Background: an optimization exercise with open tools, aiming at small area. Do not read the settings as production practice.
The RTL was checked by simulation tests, not by an equivalence proof against the original design.
Power is estimated from default activity; no workload was simulated.

**flow/flow/flipfa.py**
```python
#!/usr/bin/env python3
"""Remove inverters around full-adder cells in a Yosys-written sky130 netlist.

A full adder is self-dual: FA(~a,~b,~c) = (~sum, ~carry).  Each fa cell may be
"flipped" (fed complemented inputs, its outputs then carry complemented values);
this script chooses the flips that minimise the number of inverters, removes all
inverters and rebuilds one inverter per signal that still needs its complement.
usage: flipfa.py IN.v OUT.v
"""
import re, sys, random

INV = re.compile(r'^sky130_fd_sc_hd__(inv|clkinv)_\d+$')
FA = re.compile(r'^sky130_fd_sc_hd__fa_\d+$')
OUTPINS = {'X', 'Y', 'Q', 'Q_N', 'SUM', 'COUT', 'HI', 'LO'}

def esc(net):
    return net + ' ' if net.startswith('\\') else net

def parse(text):
    # split into header (up to first cell), cells, trailer (assigns, endmodule)
    cells = []
    pat = re.compile(r'\n(\s*)(sky130_fd_sc_hd__\w+)\s+(\S+)\s*\((.*?)\);', re.S)
    pos = 0; pieces = []
    for m in pat.finditer(text):
        pieces.append(text[pos:m.start()])
        pins = []
        for pm in re.finditer(r'\.(\w+)\s*\(\s*(.*?)\s*\)\s*(?:,|$)', m.group(4).strip(), re.S):
            pins.append([pm.group(1), pm.group(2)])
        cells.append({'type': m.group(2), 'name': m.group(3), 'pins': pins, 'idx': len(pieces)})
        pieces.append(None)
        pos = m.end()
    pieces.append(text[pos:])
    return pieces, cells

def main(inp, out):
    text = open(inp).read()
    pieces, cells = parse(text)
    ports = set()
    for m in re.finditer(r'^\s*(input|output|inout)\s+(\[[^\]]*\]\s*)?(\S+?)\s*;', text, re.M):
        ports.add(m.group(3))
    def is_port(net):
        base = net.split('[')[0].strip()
        return base in ports or net in ports
    # also nets used in assign statements are kept untouched
    assign_nets = set()
    for m in re.finditer(r'^\s*assign\s+(.*?);', pieces[-1] + ''.join(p for p in pieces if p), re.M | re.S):
        for t in re.findall(r'(\\\S+|[A-Za-z_][\w$]*(?:\s*\[\d+\])?)', m.group(1)):
            assign_nets.add(t.strip())
    inv_of = {}      # inverter output net -> input net
    inv_cells = []
    for c in cells:
        if INV.match(c['type']):
            d = dict(c['pins'])
            a, y = d['A'], d['Y']
            if is_port(y) or y in assign_nets or a.startswith("1'"):
                continue
            inv_of[y] = a; inv_cells.append(c)
    removed = {c['name'] for c in inv_cells}
    def root(net):
        p = 0
        while net in inv_of:
            net = inv_of[net]; p ^= 1
        return net, p
    fa_cells = [c for c in cells if FA.match(c['type'])]
    fa_out = {}      # net -> fa index (driver)
    for i, c in enumerate(fa_cells):
        for pn, net in c['pins']:
            if pn in ('SUM', 'COUT'):
                fa_out[net] = i
    # consumer pins: (cell, pin index, signal root, polarity, fa index or None)
    uses = []
    for c in cells:
        if c['name'] in removed:
            continue
        fi = fa_cells.index(c) if FA.match(c['type']) else None
        for k, (pn, net) in enumerate(c['pins']):
            if pn in OUTPINS:
                continue
            r, p = root(net)
            uses.append((c, k, r, p, fi))
    # nets referenced by kept inverters / ports / assigns that are inverter outputs must survive
    keep_nets = set()
    for net in list(inv_of):
        if is_port(net) or net in assign_nets:
            keep_nets.add(net)
    nfa = len(fa_cells)
    flip = [0] * nfa
    by_sig = {}
    for u in uses:
        by_sig.setdefault(u[2], []).append(u)
    fa_sigs = [[] for _ in range(nfa)]
    for s, us in by_sig.items():
        if s in fa_out:
            fa_sigs[fa_out[s]].append(s)
        for u in us:
            if u[4] is not None:
                fa_sigs[u[4]].append(s)
    def need_inv(s):
        fs = flip[fa_out[s]] if s in fa_out else 0
        for (_, _, _, p, fi) in by_sig[s]:
            fc = flip[fi] if fi is not None else 0
            if p ^ fc ^ fs:
                return 1
        return 0
    def cost_of(sigs):
        return sum(need_inv(s) for s in set(sigs))
    total = sum(need_inv(s) for s in by_sig)
    start = total
    import math
    random.seed(1)
    best_total = total; best_flip = flip[:]
    T = 2.0
    steps = int(__import__("os").environ.get("FLIP_STEPS", "3000")) * max(nfa, 1)
    for step in range(steps):
        i = random.randrange(nfa) if nfa else 0
        if not nfa:
            break
        sig = set(fa_sigs[i])
        before = cost_of(sig)
        flip[i] ^= 1
        after = cost_of(sig)
        d = after - before
        if d <= 0 or random.random() < math.exp(-d / T):
            total += d
            if total < best_total:
                best_total = total; best_flip = flip[:]
        else:
            flip[i] ^= 1
        T = max(0.02, 2.0 * (1 - step / steps))
    flip[:] = best_flip; total = best_total
    improved = True
    while improved:
        improved = False
        for i in range(nfa):
            sig = set(fa_sigs[i])
            before = cost_of(sig)
            flip[i] ^= 1
            after = cost_of(sig)
            if after < before:
                total += after - before; improved = True
            else:
                flip[i] ^= 1
    # rebuild: assign physical nets
    newinv = {}
    lines_new = []
    cnt = [0]
    def inv_net(s):
        if s not in newinv:
            cnt[0] += 1
            n = f"_flipinv_{cnt[0]}_"
            newinv[s] = n
            lines_new.append(f"  sky130_fd_sc_hd__inv_1 _flipinvc_{cnt[0]}_ (\n    .A({esc(s)}),\n    .Y({n})\n  );")
        return newinv[s]
    for (c, k, s, p, fi) in uses:
        fs = flip[fa_out[s]] if s in fa_out else 0
        fc = flip[fi] if fi is not None else 0
        c['pins'][k][1] = inv_net(s) if (p ^ fc ^ fs) else s
    # a flipped FA's outputs keep their net names but now carry complemented values:
    # every use was rewritten above with that in mind.
    # rename the outputs of flipped adders (they now carry complemented values)
    ren = {}
    for i, c in enumerate(fa_cells):
        if flip[i]:
            for pn, net in c['pins']:
                if pn in ('SUM', 'COUT'):
                    ren[net] = (net + '_fl') if net.startswith('\\') else ('\\' + net + '_fl' if '[' in net else net + '_fl')
    for i, c in enumerate(fa_cells):
        if flip[i]:
            c['name'] = (c['name'] + '_fl ') if c['name'].startswith('\\') else c['name'].rstrip('_') + '_fl_'
    for c in cells:
        for pin in c['pins']:
            if pin[1] in ren:
                pin[1] = ren[pin[1]]
    lines_new = [re.sub(r'\.A\((.*?) ?\),', lambda m: '.A(' + esc(ren.get(m.group(1), m.group(1))) + '),', l) for l in lines_new]
    newdecl = list(set(ren.values()))
    # emit
    outp = []
    for pc in pieces:
        if pc is not None:
            outp.append(pc)
    res = []
    ci = {c['idx']: c for c in cells}
    for i, pc in enumerate(pieces):
        if pc is not None:
            res.append(pc)
        else:
            c = ci[i]
            if c['name'] in removed:
                continue
            pins = ",\n".join(f"    .{pn}({esc(net)})" for pn, net in c['pins'])
            res.append(f"\n  {c['type']} {c['name']} (\n{pins}\n  );")
    body = ''.join(res)
    # declare new wires and add new cells before endmodule
    decl = ''.join(f"  wire {n};\n" for n in newinv.values()) + ''.join(f"  wire {esc(n)};\n" for n in newdecl)
    k = body.rfind('endmodule')
    body = body[:k] + decl + "\n".join(lines_new) + "\n" + body[k:]
    open(out, 'w').write(body)
    sys.stderr.write(f"flipfa: {len(inv_cells)} inverters removed, {len(newinv)} added, "
                     f"{sum(flip)} of {nfa} full adders flipped (model {start} -> {total})\n")

if __name__ == '__main__':
    main(sys.argv[1], sys.argv[2])
```
**flow/flow/run.sh**
```bash
#!/bin/bash
# Layout flow: the standard ORFS flow with three changes
#  1. after the standard synthesis, flow/flipfa.py removes inverters around full-adder
#     cells (a full adder is self-dual, so complemented inputs give complemented outputs);
#     registers and their names are untouched
#  2. the port buffers use the smallest buffer cell
#  3. clock tree synthesis arguments from flow/cts_args (if present)
set -euo pipefail
export BUFFER_PORTS_ARGS="-buffer_cell sky130_fd_sc_hd__buf_1"
if [[ -f flow/cts_args ]]; then
  export CTS_ARGS="$(cat flow/cts_args)"
fi
R=orfs/results/$FLOW_PLATFORM/video_frontend/base
bash standard.sh synth > synth.log 2>&1
cp $R/1_2_yosys.v $R/1_2_yosys_std.v
python3 flow/flipfa.py $R/1_2_yosys_std.v $R/1_2_yosys.v > flipfa.log 2>&1
rm -f $R/1_synth.odb $R/1_synth.sdc
bash standard.sh > layout.log 2>&1
```
**flow/constraint.sdc**
```tcl
create_clock -name core_clock -period 7.0 [get_ports {PCLK_i}]
set_input_delay 1.4000 -clock core_clock [delete_from_list [all_inputs] [get_ports {PCLK_i}]]
set_output_delay 1.4000 -clock core_clock [all_outputs]
set_load 0.01 [all_outputs]
```
**flow/standard.sh**
```bash
#!/bin/bash
# synth_recipe.tcl (not shown) runs the flow's synth.tcl, then flattens the netlist and writes it again
# the make line also repeats each setting of config.mk as NAME=value (left out here)
make -C /OpenROAD-flow-scripts/flow DESIGN_CONFIG=/design/flow/config.mk WORK_HOME=/design/flow/orfs CLKGATE_MAP_FILE= SYNTH_SCRIPT=/design/flow/synth_recipe.tcl "${@:-finish}"
```
**flow/design.v**
```verilog
`timescale 1ns/10ps
`default_nettype none
module sync_regen (
    input  wire        PCLK_i,
    input  wire        rst_i,
    input  wire        hs_i,
    input  wire        vs_i,
    input  wire        hs_pol_i,
    input  wire        vs_pol_i,
    input  wire [63:0] timing_cfg_i,
    output wire [25:0] sync_o
);
    wire [7:0]  cfg_h_synclen   = timing_cfg_i[63:56];
    wire [8:0]  cfg_h_backporch = timing_cfg_i[55:47];
    wire [11:0] cfg_h_active    = timing_cfg_i[46:35];
    wire [3:0]  cfg_v_synclen   = timing_cfg_i[34:31];
    wire [8:0]  cfg_v_backporch = timing_cfg_i[30:22];
    wire [10:0] cfg_v_active    = timing_cfg_i[21:11];
    wire [10:0] cfg_v_sof_line  = timing_cfg_i[10:0];
    reg         hs_act_q, vs_act_q, line_pend;
    reg  [11:0] h_cnt;
    reg  [10:0] v_cnt;
    reg         hsync_q, vsync_q, de_q, sof_q;
    reg  [10:0] xpos_q, ypos_q;
    wire hs_act = hs_i ~^ hs_pol_i;
    wire vs_act = vs_i ~^ vs_pol_i;
    wire h_edge = hs_act_q & ~hs_act;
    wire v_edge = vs_act_q & ~vs_act;
    function [12:0] rsub;    
        input [12:0] a;
        input [12:0] b;
        integer k;
        reg br;
        begin
            br = 1'b0;
            for (k = 0; k < 13; k = k + 1) begin
                rsub[k] = a[k] ^ b[k] ^ br;
                br = (~a[k] & b[k]) | (~(a[k] ^ b[k]) & br);
            end
        end
    endfunction
    function [12:0] radd;    
        input [12:0] a;
        input [12:0] b;
        integer k;
        reg cy;
        begin
            cy = 1'b0;
            for (k = 0; k < 13; k = k + 1) begin
                radd[k] = a[k] ^ b[k] ^ cy;
                cy = (a[k] & b[k]) | ((a[k] ^ b[k]) & cy);
            end
        end
    endfunction
    wire [12:0] h_start = radd({5'd0, cfg_h_synclen}, {4'd0, cfg_h_backporch});
    wire [12:0] v_start = radd({9'd0, cfg_v_synclen}, {4'd0, cfg_v_backporch});
    wire [12:0] x_d = rsub({1'b0, h_cnt}, h_start);
    wire [12:0] y_full = rsub({2'b0, v_cnt}, v_start);
    wire [11:0] y_d = {y_full[12], y_full[10:0]};
    function lt_maj;
        input [11:0] a;
        input [11:0] b;
        integer k;
        reg br;
        begin
            br = 1'b0;
            for (k = 0; k < 12; k = k + 1) begin
                br = (~a[k] & b[k]) | (~a[k] & br) | (b[k] & br);
            end
            lt_maj = br;
        end
    endfunction
    wire h_in = ~x_d[12] & lt_maj(x_d[11:0], cfg_h_active);
    wire v_in = ~y_d[11] & lt_maj({1'b0, y_d[10:0]}, {1'b0, cfg_v_active});
    genvar gi;
    wire [12:0] hc;
    wire [11:0] vc;
    wire [11:0] h_inc;
    wire [10:0] v_inc;
    assign hc[0] = 1'b1;
    assign vc[0] = 1'b1;
    generate
        for (gi = 0; gi < 12; gi = gi + 1) begin : g_hi
            assign h_inc[gi] = h_cnt[gi] ^ hc[gi];
            assign hc[gi+1]  = h_cnt[gi] & hc[gi];
        end
        for (gi = 0; gi < 11; gi = gi + 1) begin : g_vi
            assign v_inc[gi] = v_cnt[gi] ^ vc[gi];
            assign vc[gi+1]  = v_cnt[gi] & vc[gi];
        end
    endgenerate
    wire [10:0] v_next = line_pend ? 11'd1 : v_inc;
    always @(posedge PCLK_i) begin
        if (rst_i) begin
            hs_act_q  <= 1'b0;
            vs_act_q  <= 1'b0;
            h_cnt     <= 12'd0;
            v_cnt     <= 11'd0;
            line_pend <= 1'b0;
            hsync_q   <= 1'b0;
            vsync_q   <= 1'b0;
            de_q      <= 1'b0;
            sof_q     <= 1'b0;
        end else begin
            hs_act_q <= hs_act;
            vs_act_q <= vs_act;
            de_q     <= h_in & v_in;
            if (h_edge) begin
                h_cnt   <= 12'd0;
                hsync_q <= 1'b0;
                v_cnt   <= v_next;
                sof_q   <= (v_next == cfg_v_sof_line);
                if (line_pend) begin
                    vsync_q <= 1'b0;
                end else if (v_inc == {7'd0, cfg_v_synclen}) begin
                    vsync_q <= 1'b1;
                end
            end else begin
                h_cnt <= h_inc;
                if (h_inc == {4'd0, cfg_h_synclen}) begin
                    hsync_q <= 1'b1;
                end
            end
            if (v_edge) begin
                line_pend <= 1'b1;
            end else if (h_edge) begin
                line_pend <= 1'b0;
            end
        end
    end
    always @(posedge PCLK_i) begin
        xpos_q <= x_d[10:0];
        ypos_q <= y_d[10:0];
    end
    reg [3:0]  c1_q, c2_q, c3_q, c4_q;
    reg [21:0] p1_q, p2_q, p3_q, p4_q;
    always @(posedge PCLK_i) begin
        if (rst_i) begin
            c1_q <= 4'd0;
            c2_q <= 4'd0;
            c3_q <= 4'd0;
            c4_q <= 4'd0;
        end else begin
            c1_q <= {hsync_q, vsync_q, de_q, sof_q};
            c2_q <= c1_q;
            c3_q <= c2_q;
            c4_q <= c3_q;
        end
        p1_q <= {xpos_q, ypos_q};
        p2_q <= p1_q;
        p3_q <= p2_q;
        p4_q <= p3_q;
    end
    assign sync_o = {c4_q[3:1], p4_q, c4_q[0]};
endmodule
`default_nettype wire
`timescale 1ns/10ps
`default_nettype none
module csc_ycbcr_rgb (
    input  wire        PCLK_i,
    input  wire        rst_i,
    input  wire        csc_en_i,
    input  wire        csc_mode_i,
    input  wire [23:0] video_i,
    output reg  [23:0] video_o
);
    reg  [23:0] d1_q, d2_q, d3_q, d4_q;
    reg         mode_q;
    wire [9:0]  r_s, g_s, b_s;
    wire [10:0] lc;
    reg  [10:0] lc_q;
    csc_lowc u_lowc (
        .p  (d3_q),
        .m  (mode_q),
        .lc (lc)
    );
    csc_conv u_conv (
        .p   (d4_q),
        .m   (mode_q),
        .lc  (lc_q),
        .r_s (r_s),
        .g_s (g_s),
        .b_s (b_s)
    );
    function [7:0] clamp8;
        input [9:0] s;
        begin
            clamp8 = s[9] ? 8'd0 : s[8] ? 8'd255 : s[7:0];
        end
    endfunction
    always @(posedge PCLK_i) begin
        d1_q   <= video_i;
        d2_q   <= d1_q;
        d3_q   <= d2_q;
        d4_q   <= d3_q;
        mode_q <= csc_mode_i;
        lc_q   <= lc;
        if (rst_i) begin
            video_o <= 24'd0;
        end else if (csc_en_i) begin
            video_o <= {clamp8(r_s), clamp8(g_s), clamp8(b_s)};
        end else begin
            video_o <= d4_q;
        end
    end
endmodule
module csc_lowc (
    input  wire [23:0] p,
    input  wire        m,
    output wire [10:0]  lc
);
    wire t0 = p[16] & ~m;
    wire t1 = p[17] & ~m;
    wire t2 = p[18] & ~m;
    wire t3 = p[19] & m;
    wire t4 = p[19] & ~m;
    wire t5 = p[19] ^ m;
    wire t6 = p[20] ^ m;
    wire t7 = p[20] & ~m;
    wire t8 = p[21] ^ m;
    wire t9 = p[21] & ~m;
    wire t10 = p[22] & ~m;
    wire t11 = p[22] & m;
    wire t12 = p[22] ^ m;
    wire t13 = p[23] ^ m;
    wire t14 = p[23] & ~m;
    wire t15 = p[23] & m;
    wire t16 = ~m;
    wire t17 = p[20] ^ p[21];
    wire t18 = t17 ^ t16;
    wire t19 = (p[20] & p[21]) | (t17 & t16);
    wire t20 = t13 & ~t18;
    wire t21 = ~t19;
    wire t22 = p[16] ^ t3;
    wire t23 = t22 ^ t21;
    wire t24 = (p[16] & t3) | (t22 & t21);
    wire t25 = t23 & ~t20;
    wire t26 = ~t6;
    wire t27 = p[17] ^ t26;
    wire t28 = t27 ^ t14;
    wire t29 = (p[17] & t26) | (t27 & t14);
    wire t30 = t28 ^ t20;
    wire t31 = t30 ^ t24;
    wire t32 = (t28 & t20) | (t30 & t24);
    wire t33 = t31 & ~t25;
    wire t34 = ~p[18];
    wire t35 = t34 ^ t0;
    wire t36 = t35 ^ t8;
    wire t37 = (t34 & t0) | (t35 & t8);
    wire t38 = ~t36;
    wire t39 = t29 ^ t38;
    wire t40 = t39 ^ t25;
    wire t41 = (t29 & t38) | (t39 & t25);
    wire t42 = (t32 & t33) | (t32 & t40) | (t33 & t40);
    wire t43 = t1 ^ t4;
    wire t44 = t43 ^ t10;
    wire t45 = (t1 & t4) | (t43 & t10);
    wire t46 = ~t41;
    wire t47 = t37 ^ t44;
    wire t48 = t47 ^ t46;
    wire t49 = (t37 & t44) | (t47 & t46);
    wire t50 = t42 | t48;
    wire t51 = t2 ^ t5;
    wire t52 = t51 ^ t7;
    wire t53 = (t2 & t5) | (t51 & t7);
    wire t54 = p[16] ^ m;
    wire t55 = t54 ^ t11;
    wire t56 = (p[16] & m) | (t54 & t11);
    wire t57 = t14 ^ t45;
    wire t58 = t57 ^ t52;
    wire t59 = (t14 & t45) | (t57 & t52);
    wire t60 = ~t58;
    wire t61 = t55 ^ t60;
    wire t62 = t61 ^ t42;
    wire t63 = (t55 & t60) | (t61 & t42);
    wire t64 = ~t62;
    wire t65 = (t49 & t50) | (t49 & t64) | (t50 & t64);
    wire t66 = ~t56;
    wire t67 = t53 ^ t66;
    wire t68 = t67 ^ t59;
    wire t69 = (t53 & t66) | (t67 & t59);
    wire t70 = ~t63;
    wire t71 = t68 ^ t70;
    wire t72 = t71 ^ t65;
    wire t73 = (t68 & t70) | (t71 & t65);
    wire t74 = t69 | t73;
    wire t75 = t69 ^ t73;
    wire t76 = p[0] ^ m;
    wire t77 = p[1] & m;
    wire t78 = p[1] & ~m;
    wire t79 = p[2] ^ m;
    wire t80 = p[3] & ~m;
    wire t81 = p[3] ^ m;
    wire t82 = p[4] & ~m;
    wire t83 = p[4] ^ m;
    wire t84 = p[5] & m;
    wire t85 = p[5] & ~m;
    wire t86 = p[5] ^ m;
    wire t87 = p[6] & m;
    wire t88 = p[6] & ~m;
    wire t89 = p[6] ^ m;
    wire t90 = p[7] & m;
    wire t91 = p[7] & ~m;
    wire t92 = p[7] ^ m;
    wire t93 = ~p[7];
    wire t94 = p[4] ^ t93;
    wire t95 = t94 ^ m;
    wire t96 = (p[4] & t93) | (t94 & m);
    wire t97 = ~t79;
    wire t98 = t97 ^ t84;
    wire t99 = t98 ^ t87;
    wire t100 = (t97 & t84) | (t98 & t87);
    wire t101 = t95 & t99;
    wire t102 = ~t76;
    wire t103 = m ^ t102;
    wire t104 = t103 ^ t96;
    wire t105 = (m & t102) | (t103 & t96);
    wire t106 = (t100 & t101) | (t100 & t104) | (t101 & t104);
    wire t107 = ~t77;
    wire t108 = m ^ t107;
    wire t109 = t108 ^ t90;
    wire t110 = (m & t107) | (t108 & t90);
    wire t111 = (t109 & t105) | (t109 & t106) | (t105 & t106);
    wire t112 = p[0] ^ p[1];
    wire t113 = t112 ^ t79;
    wire t114 = (p[0] & p[1]) | (t112 & t79);
    wire t115 = ~t110;
    wire t116 = t80 ^ t115;
    wire t117 = t116 ^ t113;
    wire t118 = (t80 & t115) | (t116 & t113);
    wire t119 = t117 | t111;
    wire t120 = t78 ^ t81;
    wire t121 = t120 ^ t82;
    wire t122 = (t78 & t81) | (t120 & t82);
    wire t123 = ~m;
    wire t124 = t123 ^ t114;
    wire t125 = t124 ^ t121;
    wire t126 = (t123 & t114) | (t124 & t121);
    wire t127 = ~t111;
    wire t128 = t118 ^ t125;
    wire t129 = t128 ^ t127;
    wire t130 = (t118 & t125) | (t128 & t127);
    wire t131 = t119 | t129;
    wire t132 = t122 ^ t126;
    wire t133 = t132 ^ t130;
    wire t134 = (t122 & t126) | (t132 & t130);
    wire t135 = t131 | t133;
    wire t136 = t131 ^ t133;
    wire t137 = t134 | t135;
    wire t138 = t134 ^ t135;
    wire t139 = m & ~p[22];
    wire t140 = p[18] & ~t139;
    wire t141 = p[16] ^ p[17];
    wire t142 = t141 ^ p[19];
    wire t143 = (p[16] & p[17]) | (t141 & p[19]);
    wire t144 = ~m;
    wire t145 = p[20] ^ p[21];
    wire t146 = t145 ^ t144;
    wire t147 = (p[20] & p[21]) | (t145 & t144);
    wire t148 = ~t13;
    wire t149 = t12 ^ t148;
    wire t150 = t149 ^ t139;
    wire t151 = (t12 & t148) | (t149 & t139);
    wire t152 = t140 ^ t142;
    wire t153 = t152 ^ t146;
    wire t154 = (t140 & t142) | (t152 & t146);
    wire t155 = t150 & t153;
    wire t156 = ~m;
    wire t157 = p[18] ^ t156;
    wire t158 = t157 ^ t9;
    wire t159 = (p[18] & t156) | (t157 & t9);
    wire t160 = t143 ^ t147;
    wire t161 = t160 ^ t151;
    wire t162 = (t143 & t147) | (t160 & t151);
    wire t163 = t158 ^ t154;
    wire t164 = t163 ^ t161;
    wire t165 = (t158 & t154) | (t163 & t161);
    wire t166 = t155 & t164;
    wire t167 = p[19] ^ p[22];
    wire t168 = t167 ^ p[23];
    wire t169 = (p[19] & p[22]) | (t167 & p[23]);
    wire t170 = ~t0;
    wire t171 = t170 ^ t168;
    wire t172 = t171 ^ t159;
    wire t173 = (t170 & t168) | (t171 & t159);
    wire t174 = t162 ^ t172;
    wire t175 = t174 ^ t165;
    wire t176 = (t162 & t172) | (t174 & t165);
    wire t177 = t175 & ~t166;
    wire t178 = ~p[20];
    wire t179 = p[16] ^ t178;
    wire t180 = t179 ^ m;
    wire t181 = (p[16] & t178) | (t179 & m);
    wire t182 = ~t1;
    wire t183 = t182 ^ t14;
    wire t184 = t183 ^ t169;
    wire t185 = (t182 & t14) | (t183 & t169);
    wire t186 = ~t180;
    wire t187 = t186 ^ t184;
    wire t188 = t187 ^ t173;
    wire t189 = (t186 & t184) | (t187 & t173);
    wire t190 = t188 ^ t166;
    wire t191 = t190 ^ t176;
    wire t192 = (t188 & t166) | (t190 & t176);
    wire t193 = t177 & t191;
    wire t194 = ~t181;
    wire t195 = t194 ^ t185;
    wire t196 = t195 ^ t189;
    wire t197 = (t194 & t185) | (t195 & t189);
    wire t198 = t196 ^ t192;
    wire t199 = t198 ^ t193;
    wire t200 = (t196 & t192) | (t198 & t193);
    wire t201 = t197 & t200;
    wire t202 = t197 ^ t200;
    wire t203 = p[0] & m;
    wire t204 = p[2] & m;
    wire t205 = p[3] & m;
    wire t206 = p[4] & m;
    wire t207 = (p[0] & m) | (p[0] & t91) | (m & t91);
    wire t208 = ~t81;
    wire t209 = p[5] ^ t208;
    wire t210 = t209 ^ t87;
    wire t211 = (p[5] & t208) | (t209 & t87);
    wire t212 = t207 | t210;
    wire t213 = ~t88;
    wire t214 = p[1] ^ t83;
    wire t215 = t214 ^ t213;
    wire t216 = (p[1] & t83) | (t214 & t213);
    wire t217 = ~t211;
    wire t218 = (t217 & t215) | (t217 & t212) | (t215 & t212);
    wire t219 = p[2] ^ t203;
    wire t220 = t219 ^ t77;
    wire t221 = (p[2] & t203) | (t219 & t77);
    wire t222 = t81 ^ t84;
    wire t223 = t222 ^ t216;
    wire t224 = (t81 & t84) | (t222 & t216);
    wire t225 = ~t212;
    wire t226 = t220 ^ t225;
    wire t227 = t226 ^ t223;
    wire t228 = (t220 & t225) | (t226 & t223);
    wire t229 = t227 & ~t218;
    wire t230 = p[0] ^ m;
    wire t231 = t230 ^ t86;
    wire t232 = (p[0] & m) | (t230 & t86);
    wire t233 = t204 ^ t83;
    wire t234 = t233 ^ t87;
    wire t235 = (t204 & t83) | (t233 & t87);
    wire t236 = ~t231;
    wire t237 = t221 ^ t236;
    wire t238 = t237 ^ t234;
    wire t239 = (t221 & t236) | (t237 & t234);
    wire t240 = t224 ^ t238;
    wire t241 = t240 ^ t218;
    wire t242 = (t224 & t238) | (t240 & t218);
    wire t243 = (t228 & t241) | (t228 & t229) | (t241 & t229);
    wire t244 = ~t90;
    wire t245 = p[1] ^ t89;
    wire t246 = t245 ^ t244;
    wire t247 = (p[1] & t89) | (t245 & t244);
    wire t248 = ~t235;
    wire t249 = t232 ^ t248;
    wire t250 = t249 ^ t246;
    wire t251 = (t232 & t248) | (t249 & t246);
    wire t252 = ~t250;
    wire t253 = t239 ^ t252;
    wire t254 = t253 ^ t242;
    wire t255 = (t239 & t252) | (t253 & t242);
    wire t256 = t243 & t254;
    wire t257 = ~t255;
    wire t258 = t247 ^ t251;
    wire t259 = t258 ^ t257;
    wire t260 = (t247 & t251) | (t258 & t257);
    wire t261 = t256 & ~t259;
    wire t262 = t256 ^ t259;
    wire t263 = t261 & ~t260;
    wire t264 = t261 ^ t260;
    assign lc = {t263, t264, t262, t201, t202, t199, t138, t136, t74, t75, t72};
endmodule
module csc_conv (
    input  wire [23:0] p,
    input  wire        m,
    input  wire [10:0]  lc,
    output wire [9:0]  r_s,
    output wire [9:0]  g_s,
    output wire [9:0]  b_s
);
    wire t0 = p[20] ^ m;
    wire t1 = p[21] & ~m;
    wire t2 = p[21] ^ m;
    wire t3 = p[22] & ~m;
    wire t4 = p[22] ^ m;
    wire t5 = p[23] & m;
    wire t6 = p[23] & ~m;
    wire t7 = p[23] ^ m;
    wire t8 = p[8] ^ p[16];
    wire t9 = t8 ^ p[17];
    wire t10 = (p[8] & p[16]) | (t8 & p[17]);
    wire t11 = ~t5;
    wire t12 = lc[0] ^ t1;
    wire t13 = t12 ^ t11;
    wire t14 = (lc[0] & t1) | (t12 & t11);
    wire t15 = ~t13;
    wire t16 = t0 ^ t9;
    wire t17 = t16 ^ t15;
    wire t18 = (t0 & t9) | (t16 & t15);
    wire t19 = p[9] ^ p[17];
    wire t20 = t19 ^ p[18];
    wire t21 = (p[9] & p[17]) | (t19 & p[18]);
    wire t22 = m ^ t2;
    wire t23 = t22 ^ t3;
    wire t24 = (m & t2) | (t22 & t3);
    wire t25 = ~t0;
    wire t26 = lc[1] ^ t25;
    wire t27 = t26 ^ t10;
    wire t28 = (lc[1] & t25) | (t26 & t10);
    wire t29 = ~t20;
    wire t30 = t29 ^ t14;
    wire t31 = t30 ^ t23;
    wire t32 = (t29 & t14) | (t30 & t23);
    wire t33 = ~t31;
    wire t34 = t27 ^ t18;
    wire t35 = t34 ^ t33;
    wire t36 = (t27 & t18) | (t34 & t33);
    wire t37 = p[10] ^ p[18];
    wire t38 = t37 ^ p[19];
    wire t39 = (p[10] & p[18]) | (t37 & p[19]);
    wire t40 = lc[2] ^ t4;
    wire t41 = t40 ^ t6;
    wire t42 = (lc[2] & t4) | (t40 & t6);
    wire t43 = m ^ t21;
    wire t44 = t43 ^ t38;
    wire t45 = (m & t21) | (t43 & t38);
    wire t46 = ~t28;
    wire t47 = t24 ^ t41;
    wire t48 = t47 ^ t46;
    wire t49 = (t24 & t41) | (t47 & t46);
    wire t50 = ~t44;
    wire t51 = t50 ^ t32;
    wire t52 = t51 ^ t48;
    wire t53 = (t50 & t32) | (t51 & t48);
    wire t54 = t36 & ~t52;
    wire t55 = t36 ^ t52;
    wire t56 = p[11] ^ p[19];
    wire t57 = t56 ^ p[20];
    wire t58 = (p[11] & p[19]) | (t56 & p[20]);
    wire t59 = ~t7;
    wire t60 = m ^ t59;
    wire t61 = t60 ^ t39;
    wire t62 = (m & t59) | (t60 & t39);
    wire t63 = t57 ^ t45;
    wire t64 = t63 ^ t61;
    wire t65 = (t57 & t45) | (t63 & t61);
    wire t66 = ~t64;
    wire t67 = t42 ^ t49;
    wire t68 = t67 ^ t66;
    wire t69 = (t42 & t49) | (t67 & t66);
    wire t70 = ~t54;
    wire t71 = t53 ^ t68;
    wire t72 = t71 ^ t70;
    wire t73 = (t53 & t68) | (t71 & t70);
    wire t74 = p[12] ^ p[20];
    wire t75 = t74 ^ p[21];
    wire t76 = (p[12] & p[20]) | (t74 & p[21]);
    wire t77 = ~m;
    wire t78 = t77 ^ t58;
    wire t79 = t78 ^ t75;
    wire t80 = (t77 & t58) | (t78 & t75);
    wire t81 = t62 ^ t79;
    wire t82 = t81 ^ t65;
    wire t83 = (t62 & t79) | (t81 & t65);
    wire t84 = ~t82;
    wire t85 = t84 ^ t69;
    wire t86 = t85 ^ t73;
    wire t87 = (t84 & t69) | (t85 & t73);
    wire t88 = p[13] ^ p[21];
    wire t89 = t88 ^ p[22];
    wire t90 = (p[13] & p[21]) | (t88 & p[22]);
    wire t91 = t76 ^ t89;
    wire t92 = t91 ^ t80;
    wire t93 = (t76 & t89) | (t91 & t80);
    wire t94 = t92 ^ t83;
    wire t95 = t94 ^ t87;
    wire t96 = (t92 & t83) | (t94 & t87);
    wire t97 = p[14] ^ p[22];
    wire t98 = t97 ^ p[23];
    wire t99 = (p[14] & p[22]) | (t97 & p[23]);
    wire t100 = t90 ^ t98;
    wire t101 = t100 ^ t93;
    wire t102 = (t90 & t98) | (t100 & t93);
    wire t103 = ~t87;
    wire t104 = t101 ^ t103;
    wire t105 = t104 ^ t96;
    wire t106 = (t101 & t103) | (t104 & t96);
    wire t107 = p[15] ^ p[23];
    wire t108 = t107 ^ t99;
    wire t109 = (p[15] & p[23]) | (t107 & t99);
    wire t110 = t108 ^ t102;
    wire t111 = t110 ^ t106;
    wire t112 = (t108 & t102) | (t110 & t106);
    wire t113 = t109 & ~t112;
    wire t114 = t109 ^ t112;
    wire t115 = t112 & ~t113;
    wire t116 = t112 ^ t113;
    wire t117 = p[4] ^ m;
    wire t118 = p[5] & ~m;
    wire t119 = p[5] ^ m;
    wire t120 = p[6] & ~m;
    wire t121 = p[6] ^ m;
    wire t122 = p[7] & ~m;
    wire t123 = p[7] ^ m;
    wire t124 = p[18] & ~m;
    wire t125 = p[19] & ~m;
    wire t126 = p[20] & ~m;
    wire t127 = p[8] ^ lc[3];
    wire t128 = t127 ^ p[21];
    wire t129 = (p[8] & lc[3]) | (t127 & p[21]);
    wire t130 = ~lc[5];
    wire t131 = p[2] ^ p[17];
    wire t132 = t131 ^ t130;
    wire t133 = (p[2] & p[17]) | (t131 & t130);
    wire t134 = ~t117;
    wire t135 = t118 ^ t124;
    wire t136 = t135 ^ t134;
    wire t137 = (t118 & t124) | (t135 & t134);
    wire t138 = ~t128;
    wire t139 = t138 ^ t132;
    wire t140 = t139 ^ t136;
    wire t141 = (t138 & t132) | (t139 & t136);
    wire t142 = p[9] ^ lc[4];
    wire t143 = t142 ^ p[22];
    wire t144 = (p[9] & lc[4]) | (t142 & p[22]);
    wire t145 = ~lc[6];
    wire t146 = p[3] ^ p[18];
    wire t147 = t146 ^ t145;
    wire t148 = (p[3] & p[18]) | (t146 & t145);
    wire t149 = t119 ^ t120;
    wire t150 = t149 ^ t125;
    wire t151 = (t119 & t120) | (t149 & t125);
    wire t152 = ~t129;
    wire t153 = t117 ^ t152;
    wire t154 = t153 ^ t133;
    wire t155 = (t117 & t152) | (t153 & t133);
    wire t156 = t147 ^ t137;
    wire t157 = t156 ^ t150;
    wire t158 = (t147 & t137) | (t156 & t150);
    wire t159 = t154 ^ t157;
    wire t160 = t159 ^ t141;
    wire t161 = (t154 & t157) | (t159 & t141);
    wire t162 = t143 & ~t160;
    wire t163 = t143 ^ t160;
    wire t164 = p[10] ^ p[23];
    wire t165 = t164 ^ lc[7];
    wire t166 = (p[10] & p[23]) | (t164 & lc[7]);
    wire t167 = ~m;
    wire t168 = p[4] ^ p[19];
    wire t169 = t168 ^ t167;
    wire t170 = (p[4] & p[19]) | (t168 & t167);
    wire t171 = t121 ^ t122;
    wire t172 = t171 ^ t126;
    wire t173 = (t121 & t122) | (t171 & t126);
    wire t174 = ~t148;
    wire t175 = t144 ^ t174;
    wire t176 = t175 ^ t165;
    wire t177 = (t144 & t174) | (t175 & t165);
    wire t178 = t169 ^ t151;
    wire t179 = t178 ^ t172;
    wire t180 = (t169 & t151) | (t178 & t172);
    wire t181 = ~t176;
    wire t182 = t155 ^ t181;
    wire t183 = t182 ^ t158;
    wire t184 = (t155 & t181) | (t182 & t158);
    wire t185 = t179 ^ t161;
    wire t186 = t185 ^ t183;
    wire t187 = (t179 & t161) | (t185 & t183);
    wire t188 = t162 & ~t186;
    wire t189 = t162 ^ t186;
    wire t190 = ~p[11];
    wire t191 = t190 ^ p[5];
    wire t192 = t191 ^ p[20];
    wire t193 = (t190 & p[5]) | (t191 & p[20]);
    wire t194 = ~m;
    wire t195 = t194 ^ t123;
    wire t196 = t195 ^ t1;
    wire t197 = (t194 & t123) | (t195 & t1);
    wire t198 = t170 ^ t192;
    wire t199 = t198 ^ t173;
    wire t200 = (t170 & t192) | (t198 & t173);
    wire t201 = ~t196;
    wire t202 = t166 ^ t201;
    wire t203 = t202 ^ t177;
    wire t204 = (t166 & t201) | (t202 & t177);
    wire t205 = t180 ^ t199;
    wire t206 = t205 ^ t184;
    wire t207 = (t180 & t199) | (t205 & t184);
    wire t208 = ~t203;
    wire t209 = t208 ^ t206;
    wire t210 = t209 ^ t187;
    wire t211 = (t208 & t206) | (t209 & t187);
    wire t212 = t188 & ~t210;
    wire t213 = t188 ^ t210;
    wire t214 = p[6] ^ p[21];
    wire t215 = t214 ^ m;
    wire t216 = (p[6] & p[21]) | (t214 & m);
    wire t217 = t3 ^ t193;
    wire t218 = t217 ^ t215;
    wire t219 = (t3 & t193) | (t217 & t215);
    wire t220 = t197 ^ t218;
    wire t221 = t220 ^ t200;
    wire t222 = (t197 & t218) | (t220 & t200);
    wire t223 = ~t221;
    wire t224 = p[12] ^ t204;
    wire t225 = t224 ^ t223;
    wire t226 = (p[12] & t204) | (t224 & t223);
    wire t227 = ~t225;
    wire t228 = t207 ^ t227;
    wire t229 = t228 ^ t211;
    wire t230 = (t207 & t227) | (t228 & t211);
    wire t231 = t212 & ~t229;
    wire t232 = t212 ^ t229;
    wire t233 = p[7] ^ p[22];
    wire t234 = t233 ^ m;
    wire t235 = (p[7] & p[22]) | (t233 & m);
    wire t236 = ~p[13];
    wire t237 = t236 ^ t6;
    wire t238 = t237 ^ t216;
    wire t239 = (t236 & t6) | (t237 & t216);
    wire t240 = t234 ^ t219;
    wire t241 = t240 ^ t238;
    wire t242 = (t234 & t219) | (t240 & t238);
    wire t243 = ~t226;
    wire t244 = t222 ^ t241;
    wire t245 = t244 ^ t243;
    wire t246 = (t222 & t241) | (t244 & t243);
    wire t247 = ~t231;
    wire t248 = t245 ^ t230;
    wire t249 = t248 ^ t247;
    wire t250 = (t245 & t230) | (t248 & t247);
    wire t251 = ~p[14];
    wire t252 = t251 ^ p[23];
    wire t253 = t252 ^ t235;
    wire t254 = (t251 & p[23]) | (t252 & t235);
    wire t255 = t239 ^ t253;
    wire t256 = t255 ^ t242;
    wire t257 = (t239 & t253) | (t255 & t242);
    wire t258 = ~t250;
    wire t259 = t256 ^ t246;
    wire t260 = t259 ^ t258;
    wire t261 = (t256 & t246) | (t259 & t258);
    wire t262 = ~p[15];
    wire t263 = t262 ^ t254;
    wire t264 = t263 ^ t257;
    wire t265 = (t262 & t254) | (t263 & t257);
    wire t266 = t264 ^ t250;
    wire t267 = t266 ^ t261;
    wire t268 = (t264 & t250) | (t266 & t261);
    wire t269 = t268 & ~t265;
    wire t270 = t268 ^ t265;
    wire t271 = t268 | t269;
    wire t272 = t268 ^ t269;
    wire t273 = p[3] & m;
    wire t274 = p[4] & m;
    wire t275 = p[2] ^ p[5];
    wire t276 = t275 ^ lc[8];
    wire t277 = (p[2] & p[5]) | (t275 & lc[8]);
    wire t278 = p[8] ^ m;
    wire t279 = t278 ^ t273;
    wire t280 = (p[8] & m) | (t278 & t273);
    wire t281 = ~t279;
    wire t282 = t123 ^ t276;
    wire t283 = t282 ^ t281;
    wire t284 = (t123 & t276) | (t282 & t281);
    wire t285 = p[3] ^ p[6];
    wire t286 = t285 ^ lc[9];
    wire t287 = (p[3] & p[6]) | (t285 & lc[9]);
    wire t288 = ~m;
    wire t289 = p[9] ^ p[0];
    wire t290 = t289 ^ t288;
    wire t291 = (p[9] & p[0]) | (t289 & t288);
    wire t292 = ~t274;
    wire t293 = t292 ^ t118;
    wire t294 = t293 ^ t277;
    wire t295 = (t292 & t118) | (t293 & t277);
    wire t296 = ~t286;
    wire t297 = t296 ^ t290;
    wire t298 = t297 ^ t280;
    wire t299 = (t296 & t290) | (t297 & t280);
    wire t300 = ~t298;
    wire t301 = t294 ^ t284;
    wire t302 = t301 ^ t300;
    wire t303 = (t294 & t284) | (t301 & t300);
    wire t304 = p[4] ^ p[5];
    wire t305 = t304 ^ p[7];
    wire t306 = (p[4] & p[5]) | (t304 & p[7]);
    wire t307 = p[10] ^ p[1];
    wire t308 = t307 ^ lc[10];
    wire t309 = (p[10] & p[1]) | (t307 & lc[10]);
    wire t310 = t120 ^ t287;
    wire t311 = t310 ^ t305;
    wire t312 = (t120 & t287) | (t310 & t305);
    wire t313 = ~t295;
    wire t314 = t291 ^ t308;
    wire t315 = t314 ^ t313;
    wire t316 = (t291 & t308) | (t314 & t313);
    wire t317 = ~t311;
    wire t318 = t317 ^ t299;
    wire t319 = t318 ^ t315;
    wire t320 = (t317 & t299) | (t318 & t315);
    wire t321 = t319 & ~t303;
    wire t322 = t319 ^ t303;
    wire t323 = p[11] ^ p[2];
    wire t324 = t323 ^ m;
    wire t325 = (p[11] & p[2]) | (t323 & m);
    wire t326 = p[6] ^ t122;
    wire t327 = t326 ^ t306;
    wire t328 = (p[6] & t122) | (t326 & t306);
    wire t329 = ~t312;
    wire t330 = t309 ^ t324;
    wire t331 = t330 ^ t329;
    wire t332 = (t309 & t324) | (t330 & t329);
    wire t333 = ~t327;
    wire t334 = t333 ^ t316;
    wire t335 = t334 ^ t331;
    wire t336 = (t333 & t316) | (t334 & t331);
    wire t337 = t320 ^ t335;
    wire t338 = t337 ^ t321;
    wire t339 = (t320 & t335) | (t337 & t321);
    wire t340 = p[12] ^ p[3];
    wire t341 = t340 ^ m;
    wire t342 = (p[12] & p[3]) | (t340 & m);
    wire t343 = ~p[7];
    wire t344 = t343 ^ t325;
    wire t345 = t344 ^ t341;
    wire t346 = (t343 & t325) | (t344 & t341);
    wire t347 = ~t328;
    wire t348 = t347 ^ t345;
    wire t349 = t348 ^ t332;
    wire t350 = (t347 & t345) | (t348 & t332);
    wire t351 = t349 ^ t336;
    wire t352 = t351 ^ t339;
    wire t353 = (t349 & t336) | (t351 & t339);
    wire t354 = ~m;
    wire t355 = p[13] ^ p[4];
    wire t356 = t355 ^ t354;
    wire t357 = (p[13] & p[4]) | (t355 & t354);
    wire t358 = t342 ^ t356;
    wire t359 = t358 ^ t346;
    wire t360 = (t342 & t356) | (t358 & t346);
    wire t361 = t359 ^ t350;
    wire t362 = t361 ^ t353;
    wire t363 = (t359 & t350) | (t361 & t353);
    wire t364 = p[14] ^ p[5];
    wire t365 = t364 ^ t357;
    wire t366 = (p[14] & p[5]) | (t364 & t357);
    wire t367 = ~t363;
    wire t368 = t365 ^ t360;
    wire t369 = t368 ^ t367;
    wire t370 = (t365 & t360) | (t368 & t367);
    wire t371 = p[15] ^ p[6];
    wire t372 = t371 ^ t366;
    wire t373 = (p[15] & p[6]) | (t371 & t366);
    wire t374 = ~t370;
    wire t375 = t372 ^ t363;
    wire t376 = t375 ^ t374;
    wire t377 = (t372 & t363) | (t375 & t374);
    wire t378 = p[7] ^ t373;
    wire t379 = t378 ^ t370;
    wire t380 = (p[7] & t373) | (t378 & t370);
    wire t381 = t377 & t379;
    wire t382 = t377 ^ t379;
    wire t383 = t380 & ~t381;
    wire t384 = t380 ^ t381;
    assign r_s = {~t116, ~t114, t111, t105, t95, ~t86, ~t72, ~t55, t35, t17};
    assign g_s = {t272, ~t270, ~t267, ~t260, ~t249, ~t232, ~t213, ~t189, ~t163, ~t140};
    assign b_s = {~t384, t382, t376, t369, t362, t352, t338, ~t322, ~t302, ~t283};
endmodule
`default_nettype wire
`timescale 1ns/10ps
`default_nettype none
module video_frontend (
    input  wire        PCLK_i,
    input  wire        rst_i,
    input  wire [23:0] video_i,
    input  wire        hs_i,
    input  wire        vs_i,
    input  wire        hs_pol_i,
    input  wire        vs_pol_i,
    input  wire [63:0] timing_cfg_i,
    input  wire        csc_en_i,
    input  wire        csc_mode_i,
    output wire [23:0] video_o,
    output wire [25:0] sync_o
);
    sync_regen u_sync_regen (
        .PCLK_i       (PCLK_i),
        .rst_i        (rst_i),
        .hs_i         (hs_i),
        .vs_i         (vs_i),
        .hs_pol_i     (hs_pol_i),
        .vs_pol_i     (vs_pol_i),
        .timing_cfg_i (timing_cfg_i),
        .sync_o       (sync_o)
    );
    csc_ycbcr_rgb u_csc (
        .PCLK_i     (PCLK_i),
        .rst_i      (rst_i),
        .csc_en_i   (csc_en_i),
        .csc_mode_i (csc_mode_i),
        .video_i    (video_i),
        .video_o    (video_o)
    );
endmodule
`default_nettype wire
```
**flow/config.mk**
```make
export PLATFORM = sky130hd
export DESIGN_NAME = video_frontend
export DESIGN_NICKNAME = video_frontend
export VERILOG_FILES = /design/flow/design.v
export SDC_FILE = /design/flow/constraint.sdc
export NUM_CORES = 4
export LEC_CHECK = 0
export ABC_AREA = 1
export CAP_MARGIN = 20
export CORE_MARGIN = 2
export CORE_UTILIZATION = 65
export SLEW_MARGIN = 20
```
**flow/flow/cts_args**
```
-sink_clustering_enable -repair_clock_nets -buf_list {sky130_fd_sc_hd__clkbuf_4 sky130_fd_sc_hd__clkbuf_8} -sink_clustering_size 16 -sink_clustering_max_diameter 50 -dont_use_dummy_load
```
==> out/qor.txt, run 1 <==
Status = timing/DRC/antenna clean
First-pass GRT wire length = 35.6 mm
Full die area = 0.0205 mm²
Worst-skew pair later-pin latency = 0.56 ns
TritonRoute pass-1 iters = 4
Share of cells above drive strength 1 = 2.97%
Critical Path Start Type = input pin
Post-detail-place hpwl = 16.9 mm
FF-to-FF path depth = 20
Number of DRC markers in iteration 0 = 290
Crit. End Element = flop
Max-cap viol count = 0
Multi-input gate area = 0.00597 mm²
Net Count, Synth = 1423
Post-DR vias/cell = 4.80
Critical Setup Path Class = input pin to flop
Filler cell count = 1410
Layout Utilization = 73.3%
Drt drc = 0
Pwr/cell area = 339 mW/mm²
Root Driver = clkbuf_8
Final GP Congestion = 0.878
N_diodes = 0
Via count = 7234
Die width = 143 µm
WP data arrival = 6.83 ns
CTS Buf Count = 28
Net Switching = 1610 µW
Mapped Cells = 1082
Clock skew = 0.0673 ns
Antenna-violating nets left = 0
Clock tree buffer depth = 3
Avg Inst Size Synth = 11.6 µm²
Leak pwr = 0.00620 µW
Period utilization = 90.3%
Core area = 0.0188 mm²
Htree depth = 1
Number of I/O port buffers = 145
RSZ-0062 raised after global routing = no
Wire per inst = 14.0 µm
Net Sw Frac = 34.4%
Fmax = 158 MHz
Slew headroom = 58.3%
Fin. max-slew vios = 0
Die height = 143 µm
CTS sink count = 288
Clk slew on worst S/H paths = 0.09 ns
Largest net degree at the start of global routing = 40
WP data required = 7.51 ns
Max VDD drop = 0.276 mV
Clock Power Share = 17.8%
TritonCTS clock tree = done
Setup violations, final = 0
Synth Cell Area = 0.0126 mm²
Tmin final = 6.32 ns
Vias in the first global route = 7489
Ports = 146
Postcts setup bufs = 0
Worst hold path cell count = 0
Slew @ Worst Pin = 0.625 ns
Tot GR Track Use = 22.3%
HP Class = flop to flop
Combinational Power Share = 38.3%
Routed WL = 21.1 mm
Area growth from synthesis to layout = 9.81%
# rows = 50
Nets = 1590
CP max FO = 2
CTS Hold Bufs = 0
Pint = 3070 µW
Flop pwr share = 43.9%
Register area = 0.00577 mm²
Initial antenna violation count = 0
Post-CTS sizing = 0
Initial core utilization = 66.8%
Hold Vio Cnt, Final = 0
TNS Setup = 0 ns
Grt ovf = 0
Syn. warnings = 2
-- final cells by class --
cell class	instances	share of cell area, %
Multi-Input combinational cell	574	43.3
Tap cell	260	2.36
Sequential cell	288	41.8
Timing Repair Buffer	149	4.16
Inverter	208	5.66
Clock buffer	28	2.79
-- sequential cells by signal (all words and copies together), names as in the netlist, 11 cells and up --
signal / cells
u_csc.d1_q: 24
u_csc.d2_q: 24
u_csc.d3_q: 24
u_csc.d4_q: 24
u_csc.video_o: 24
u_sync_regen.p1_q: 22
u_sync_regen.p2_q: 22
u_sync_regen.p3_q: 22
u_sync_regen.p4_q: 22
u_sync_regen.h_cnt: 12
u_csc.lc_q: 11
u_sync_regen.v_cnt: 11
u_sync_regen.xpos_q: 11
u_sync_regen.ypos_q: 11
-- cells in the final DEF, fill, tap and decap left out, types with 11 or more instances in the layout --
master	n
a21oi_1	42
buf_1	145
clkbuf_8	28
dfxtp_1	288
fa_1	170
ha_1	75
inv_1	208
nand2_1	110
nor2_1	53
o21ai_0	53
xnor2_1	11
xor2_1	17
-- worst max-delay path: stages --
cell       delay, ns
buf_1           0.09
ha_1            0.19
fa_1            0.39
fa_1            0.40
fa_1            0.48
inv_1           0.06
fa_1            0.46
fa_1            0.44
fa_1            0.43
fa_1            0.45
fa_1            0.44
fa_1            0.39
inv_1           0.09
fa_1            0.18
ha_1            0.15
ha_1            0.13
inv_1           0.05
a2111oi_0       0.43
nand2_1         0.09
nor2_1          0.08
-- final timing paths --
path                     from           endpoint  slack, ns
min            u_csc.d1_q[18]     u_csc.d2_q[18]       0.29
min reg2reg    u_csc.d1_q[18]     u_csc.d2_q[18]       0.29
max          timing_cfg_i[56]  u_sync_regen.de_q       0.68
max reg2reg      u_csc.mode_q  u_csc.video_o[12]       1.08
-- metrics by stage --
stage / setup slack (ns) / area (µm²) / total power, µW / hold WS, ns / cells
2_1_floorplan: 0.446 / 12600 / 3400 / 0.310 / 1082
3_3_place_gp: 0.238 / 13400 / 3820 / 0.310 / 1479
3_5_place_dp: 0.0746 / 13400 / 3910 / 0.312 / 1479
4_1_cts: 0.658 / 13800 / 4750 / 0.294 / 1507
5_1_grt: 0.421 / 13800 / 5170 / 0.298 / 1507
6_report: 0.679 / 13800 / 4670 / 0.294 / 1507
-- power by group through the flow --
stage | logic, µW | clock network [µW] | registers (µW)
finish | 1790 | 833 | 2050
detailed placement | 1810 | 0 | 2090
CTS | 1830 | 868 | 2050
floorplan | 1290 | 0 | 2100
global placement | 1740 | 0 | 2080
global route | 2170 | 925 | 2080
-- routing by layer --
layer	up-vias	wire (µm)	global-route usage (%)
li1	3611	-	-
met1	3385	9660	31.5
met2	199	9570	35.4
met3	39	1470	4.66
met4	0	439	6.46
met5	-	0	0
==> inputs of run 2 (changes only) <==
--- a/flow/config.mk
+++ b/flow/config.mk
@@ -5,7 +5,6 @@
 export SDC_FILE = /design/flow/constraint.sdc
 export NUM_CORES = 4
 export LEC_CHECK = 0
-export ABC_AREA = 1
 export CAP_MARGIN = 20
 export CORE_MARGIN = 2
 export CORE_UTILIZATION = 65
==> run 2 against run 1 <==
Effect of this change:
- still clean on timing, DRC and antenna
- first-iteration DRC count up 9.7%
- die area increased by 1.5%
- clock skew shrank 0.013 ns
- utilization decreased by 0.91 points
- count of clock-buffer cells in the layout shrank 2
- global-route usage rose by 0.53 points
- fmax down 6.9%
- largest power group unchanged
==> out/qor.txt, run 2 <==
Nets = 1516
Wire per inst = 15.5 µm
CTS Buf Count = 26
Net Switching = 1660 µW
Max-cap viol count = 0
DP Worst Slack = -0.398 ns
Net Sw Frac = 34.7%
Mapped Cells = 1013
Synth Cell Area = 0.0128 mm²
Antenna-violating nets left = 0
Final GP Congestion = 0.845
Period utilization = 97.0%
Max VDD drop = 0.242 mV
Crit. End Element = flop
Clock tree buffer depth = 3
Flop pwr share = 42.0%
Slew @ Worst Pin = 0.835 ns
Vias in the first global route = 7579
Net Count, Synth = 1354
First-pass GRT wire length = 37.0 mm
Pwr/cell area = 340 mW/mm²
Share of cells above drive strength 1 = 4.77%
Hold WS = 0.296 ns
TritonCTS clock tree = done
Setup violations, final = 0
CP max FO = 2
Final Cell Area = 0.0140 mm²
WP data required = 7.42 ns
Number of DRC markers in iteration 0 = 318
Clock Power Share = 16.9%
Via count = 7250
Initial core utilization = 65.8%
HP Class = flop to flop
Hold Vio Cnt, Final = 0
Grt ovf = 0
Die height = 144 µm
Fmax = 147 MHz
Syn. warnings = 2
N_diodes = 0
Core area = 0.0194 mm²
Status = timing/DRC/antenna clean
Number of I/O port buffers = 145
Die width = 144 µm
Pint = 3120 µW
Combinational Power Share = 41.2%
Post-DR vias/cell = 5.04
DP Area = 0.0136 mm²
Area growth from synthesis to layout = 9.97%
Tot GR Track Use = 22.8%
Post-detail-place hpwl = 17.7 mm
RSZ-0062 raised after global routing = no
Non-Filler Instances = 1438
Clk slew on worst S/H paths = 0.08 ns
# rows = 51
Drt drc = 0
Routed WL = 22.3 mm
Fin. max-slew vios = 0
Inst Count DP = 1412
Worst-skew pair later-pin latency = 0.56 ns
WP data arrival = 7.21 ns
Leak pwr = 0.00615 µW
Largest net degree at the start of global routing = 61
Full die area = 0.0208 mm²
CTS Hold Bufs = 0
Avg Inst Size Synth = 12.6 µm²
Critical Path Start Type = input pin
Htree depth = 1
Tmin final = 6.79 ns
TritonRoute pass-1 iters = 4
Commonest non-fill, non-tap cells in the layout = dfxtp_1, fa_1, inv_1, buf_1, ha_1
Ports = 146
Slew headroom = 44.3%
Most common cell after layout, fill and taps aside = dfxtp_1
Clock skew = 0.0541 ns
Root Driver = clkbuf_8
Initial antenna violation count = 0
Final worst slack = 0.213 ns
Critical Setup Path Class = input pin to flop
CTS sink count = 288
run 2: cell types whose count changed in the layout (fill, tap and decap cells not counted), sizes merged, moves of 12 or more:
cell    before  now
xnor2       11   23
nand2b       0   24
and2         0   12
inv        208  154
mux2i        0   21
nor3         2   14
nor2        53   37
nand2      112   17
nor2b        0   24
o21ai       56    5
run 2: critical path, stage by stage:
cell      delay, ns
buf_1          0.09
ha_1           0.20
fa_1           0.50
inv_1          0.06
fa_1           0.44
fa_2           0.38
fa_1           0.42
fa_1           0.45
fa_2           0.40
fa_2           0.39
fa_2           0.37
fa_2           0.37
fa_1           0.40
inv_1          0.07
ha_1           0.15
ha_1           0.27
a221oi_4       0.36
o221ai_2       0.15
o311ai_2       0.27
nor4_2         0.08
run 2: final cells by class:
class,count,area [µm²]
inverters,154,578
flip-flops and latches,288,5770
well taps,265,332
repair buffers,155,622
multi-input cells,550,6390
clock buffers,26,358
fillers,1421,5360
run 2: final timing paths:
check / start / to / slack, ns / cells after the start
worst max-delay path: timing_cfg_i[56] / u_sync_regen.de_q / 0.21 / 20
worst max register to register: u_csc.mode_q / u_csc.video_o[12] / 0.86 / 18
worst min-delay path: u_csc.d1_q[5] / u_csc.d2_q[5] / 0.30 / 0
worst min register to register: u_csc.d1_q[5] / u_csc.d2_q[5] / 0.30 / 0
run 2: layer usage:
layer  vias up  global-route usage, %  wire length (µm)
li1       3500                      -                 -
met3        36                   3.41              1280
met4         0                   5.57               495
met1      3521                   33.7             10500
met2       193                   36.2             10100
met5         -                      0                 0
run 2: power by group through the flow:
stage | Clock [µW] | Sequential [µW] | Combinational, µW
3_3_place_gp | 0 | 2040 | 1910
6_report | 805 | 2010 | 1970
2_1_floorplan | 0 | 2060 | 1460
3_5_place_dp | 0 | 2050 | 1970
5_1_grt | 895 | 2030 | 2340
4_1_cts | 837 | 2010 | 1990
run 2: timing repair:
item                                    in CTS  in global routing
endpoints found under the setup margin       0                  1
resized for setup                            0                  5
buffers inserted                             0                  0
run 2: through the flow:
step | power [µW] | util (%) | TNS, ns
after CTS | 4830 | 72.2 | 0
after detailed placement | 4010 | 70.4 | -0.398
final | 4780 | 72.4 | 0
after global placement | 3950 | 70.4 | -0.270
after floorplan | 3510 | - | 0
after global routing | 5270 | 72.4 | 0

-- separate check: timing with driven ports --
The results above use ideal ports. As a check the final layouts listed here were re-extracted and re-timed, cells and wires unchanged.
Step 1 assumes that a clkbuf_16 drives the clock port and a buf_2 every other input.
Step 2 adds t to the input delays and takes it off the output delays; t is the mean of the earliest and latest rising clock arrival at the registers after step 1. Input paths then give back, and output paths get back, about the clock's delay inside the block.
a / b / c = no drivers / after step 1 / after step 2; a / b = the first two.
| run | shift t [ns] | setup slack, ns | hold slack, ns | worst setup path at the end |
|---|---|---|---|---|
| run 1 | 0.569 | 0.679 / 0.697 / 0.128 | 0.294 / 0.294 / 0.294 | input to register |
| run 2 | 0.570 | 0.213 / 0.231 / -0.339 | 0.296 / 0.296 / 0.296 | input to register |
Met with ideal ports but missed after step 2: setup timing in run 2. The setup slack of run 2, which loses most, moves by +0.018 ns with the drivers and by -0.552 ns with both steps.
